This design comes from an exercise in tuning for small area and few clock cycles per item on the open sky130 flow, not from production work. In this exercise RTL edits were held to simulation tests only and were not proved equivalent to the original.

==> v2: inputs <==
==> flow/design.v (excerpt) <==
module swept_tone_voice #(
    parameter int SINE_TABLE_BITS = stv_pkg::SINE_TABLE_BITS_DEF,
    parameter int COUNT_BITS      = stv_pkg::COUNT_BITS_DEF
) (
    input  logic        i_clk,
    input  logic        i_rst_n,
    input  logic        s_axis_tvalid,
    output logic        s_axis_tready,
    input  logic [23:0] s_axis_tdata,    
    input  logic [0:0]  s_axis_tuser,    
    output logic        m_axis_tvalid,
    input  logic        m_axis_tready,
    output logic [39:0] m_axis_tdata,    
    output logic [0:0]  m_axis_tuser,    
    input  logic        i_cfg_we,
    input  logic [2:0]  i_cfg_index,
    input  logic [31:0] i_cfg_data
);
Settings: LEC_CHECK=0, CAP_MARGIN=20, CORE_MARGIN=2, CORE_UTILIZATION=60, SLEW_MARGIN=20, SYNTH_HIERARCHICAL=1, SYNTH_MEMORY_MAX_BITS=32768, SYNTH_MINIMUM_KEEP_SIZE=0; clock period 13.0 ns.
run.sh (not shown) runs the stock make flow with config.mk's settings and CLKGATE_MAP_FILE= SYNTH_SCRIPT=/design/flow/synth_recipe.tcl, a recipe that flattens the netlist after the stock synthesis.
==> v27 (differences from v2) <==
--- a/flow/config.mk
+++ b/flow/config.mk
@@ -9,3 +9,3 @@
 export CORE_MARGIN = 2
-export CORE_UTILIZATION = 60
+export CORE_UTILIZATION = 40
 export SLEW_MARGIN = 20
==> impl_metrics.py <==
metrics = {
    "outcome": {
        "status": "complete, no violations",
    },
    "finish": {
        "area_delta_synth_final_pct": 7.31,
        "final-seq-area_sq_mm": 0.00865,
    },
    "detailed_routing": {
        "wl_met1_um": 116000,
        "via_per_inst": 5.91,
    },
    "critical_path": {
        "endpoint": "r_pcm2[8]",
    },
}
-- figures above: v27

==> impl_metrics.py <==
metrics = {
    "finish": {
        "final-seq-area_sq_mm": 0.00865,
        "area_delta_synth_final_pct": 6.20,
    },
    "timing": {
        "fmax_ghz": 0.0802,
        "tightestPinTransition_ps": 1190,
    },
    "critical_path": {
        "endpoint": "r_pcm2[15]",
    },
    "worst_hold_path": {
        "hp-class": "flip-flop to flip-flop",
    },
    "detailed_routing": {
        "wl_met1_um": 108000,
        "via_per_inst": 6.54,
    },
    "outcome": {
        "status": "complete, no violations",
    },
    "clock_network": {
        "ctsRootBufferMaster": "clkbuf_16",
    },
    "placement": {
        "pre_cts_slack_ps": 154,
    },
}
-- figures above: v2

Testbench counts of v2, summed over its fixed seeds: cycles 19,442, items 18,162.
Testbench counts of v27, summed over its fixed seeds: cycles 19,442, items 18,162.

---

==> 02-15 <==
Another version of the RTL of swept_tone_voice (not shown whole).
Settings: LEC_CHECK=0, CAP_MARGIN=20, CORE_MARGIN=2, CORE_UTILIZATION=40, SLEW_MARGIN=20, SYNTH_HIERARCHICAL=1, SYNTH_MEMORY_MAX_BITS=32768, SYNTH_MINIMUM_KEEP_SIZE=0; clock period 13.0 ns.
==> 10-21 (differences from 02-15) <==
--- a/flow/config.mk
+++ b/flow/config.mk
@@ -8,6 +8,7 @@
 export CAP_MARGIN = 20
 export CORE_MARGIN = 2
 export CORE_UTILIZATION = 40
+export GPL_TIMING_DRIVEN = 0
 export SLEW_MARGIN = 20
 export SYNTH_HIERARCHICAL = 1
 export SYNTH_MEMORY_MAX_BITS = 32768
==> 12-26 (differences from 02-15) <==
--- a/flow/config.mk
+++ b/flow/config.mk
@@ -8,6 +8,8 @@
 export CAP_MARGIN = 20
 export CORE_MARGIN = 2
 export CORE_UTILIZATION = 40
+export CTS_CLUSTER_DIAMETER = 60
+export CTS_CLUSTER_SIZE = 25
 export SLEW_MARGIN = 20
 export SYNTH_HIERARCHICAL = 1
 export SYNTH_MEMORY_MAX_BITS = 32768
==> summary.md <==
| Metric | Value |
|---|---|
| Worst Path Required | 13.36 ns |
| Slew margin rel. | 0.200 |
| Crit path DAT | 12.75 ns |
| Met3 capacity usage during global routing | 0.0521 |
| Status | timing/DRC/antenna clean |
| Top layer in use | met5 |
| Hold Slack | 0.421 ns |
| First-pass GRT wire length | 412,000 um |
| Area Growth Syn to Fin | 8.77% |
the above is filed under 02-15

==> summary.md <==
| Metric | Value |
|---|---|
| Area Growth Syn to Fin | 9.29% |
| Top layer in use | met5 |
| Hold Crit Start | r_act1$_DFFE_PN_ |
| Met3 capacity usage during global routing | 0.0616 |
| Multi-input gate area | 66,500 um2 |
| Slew margin rel. | 0.140 |
| Met2 usage | 0.445 |
| Status | timing/DRC/antenna clean |
| First-pass GRT wire length | 431,000 um |
| Hold Slack | 0.432 ns |
| Final instance area | 88,000 um2 |
| Crit path DAT | 13.17 ns |
| HPWL Detailed | 229,000 um |
the above is filed under 10-21

==> summary.md <==
| Metric | Value |
|---|---|
| Status | timing/DRC/antenna clean |
| Met1 Wirelength | 103,000 um |
| Hold Slack | 0.429 ns |
| DP Worst Slack | 0.557 ns |
| Post-CTS sizing | 0 |
| Slew margin rel. | 0.208 |
| First-pass GRT wire length | 411,000 um |
| DR WL/cell | 25.1 um |
| Met3 capacity usage during global routing | 0.0524 |
| Worst Path Required | 13.36 ns |
| Area Growth Syn to Fin | 8.45% |
the above is filed under 12-26

Testbench counts of 02-15, summed over its fixed seeds: cycles 19,442, items 18,162.
Testbench counts of 10-21, summed over its fixed seeds: cycles 19,442, items 18,162.
Testbench counts of 12-26, summed over its fixed seeds: cycles 19,442, items 18,162.

-- port drivers added, routing unchanged --
The results above use ideal ports. As a check the final layouts listed here were re-extracted and re-timed, cells and wires unchanged.
Step 1: set_driving_cell puts a clkbuf_16 on i_clk and a buf_2 on each other input, an assumption about the parent block.
Step 2, shift: input delay + t, output delay - t, t = (earliest + latest rising clock arrival at the registers) / 2. This alone moves slack from input paths to output paths.
Three values: ideal ports, drivers, drivers and shift; two values: the first two.
| run | t (ns) | setup WS [ns] | worst setup path at the end | worst data-port slew with drivers (ns) | cell pins on the clock port's net |
|---|---|---|---|---|---|
| v2 | 0.677 | 0.537 / 0.537 / 0.115 | input to register | 0.18 | 1 |
| v27 | 0.732 | 0.606 / 0.606 / -0.074 | input to register | 0.17 | 1 |
| 02-15 | 0.706 | 0.618 / 0.618 / 0.307 | input to register | 0.18 | 1 |
| 10-21 | 0.692 | 0.227 / 0.135 / -0.557 | input to register | 0.24 | 1 |
| 12-26 | 0.678 | 0.612 / 0.612 / 0.352 | input to register | 0.18 | 1 |
Met with ideal ports but missed after step 2: setup timing in v27 and 10-21. The setup slack of 10-21, which loses most, moves by -0.092 ns with the drivers and by -0.784 ns with both steps.
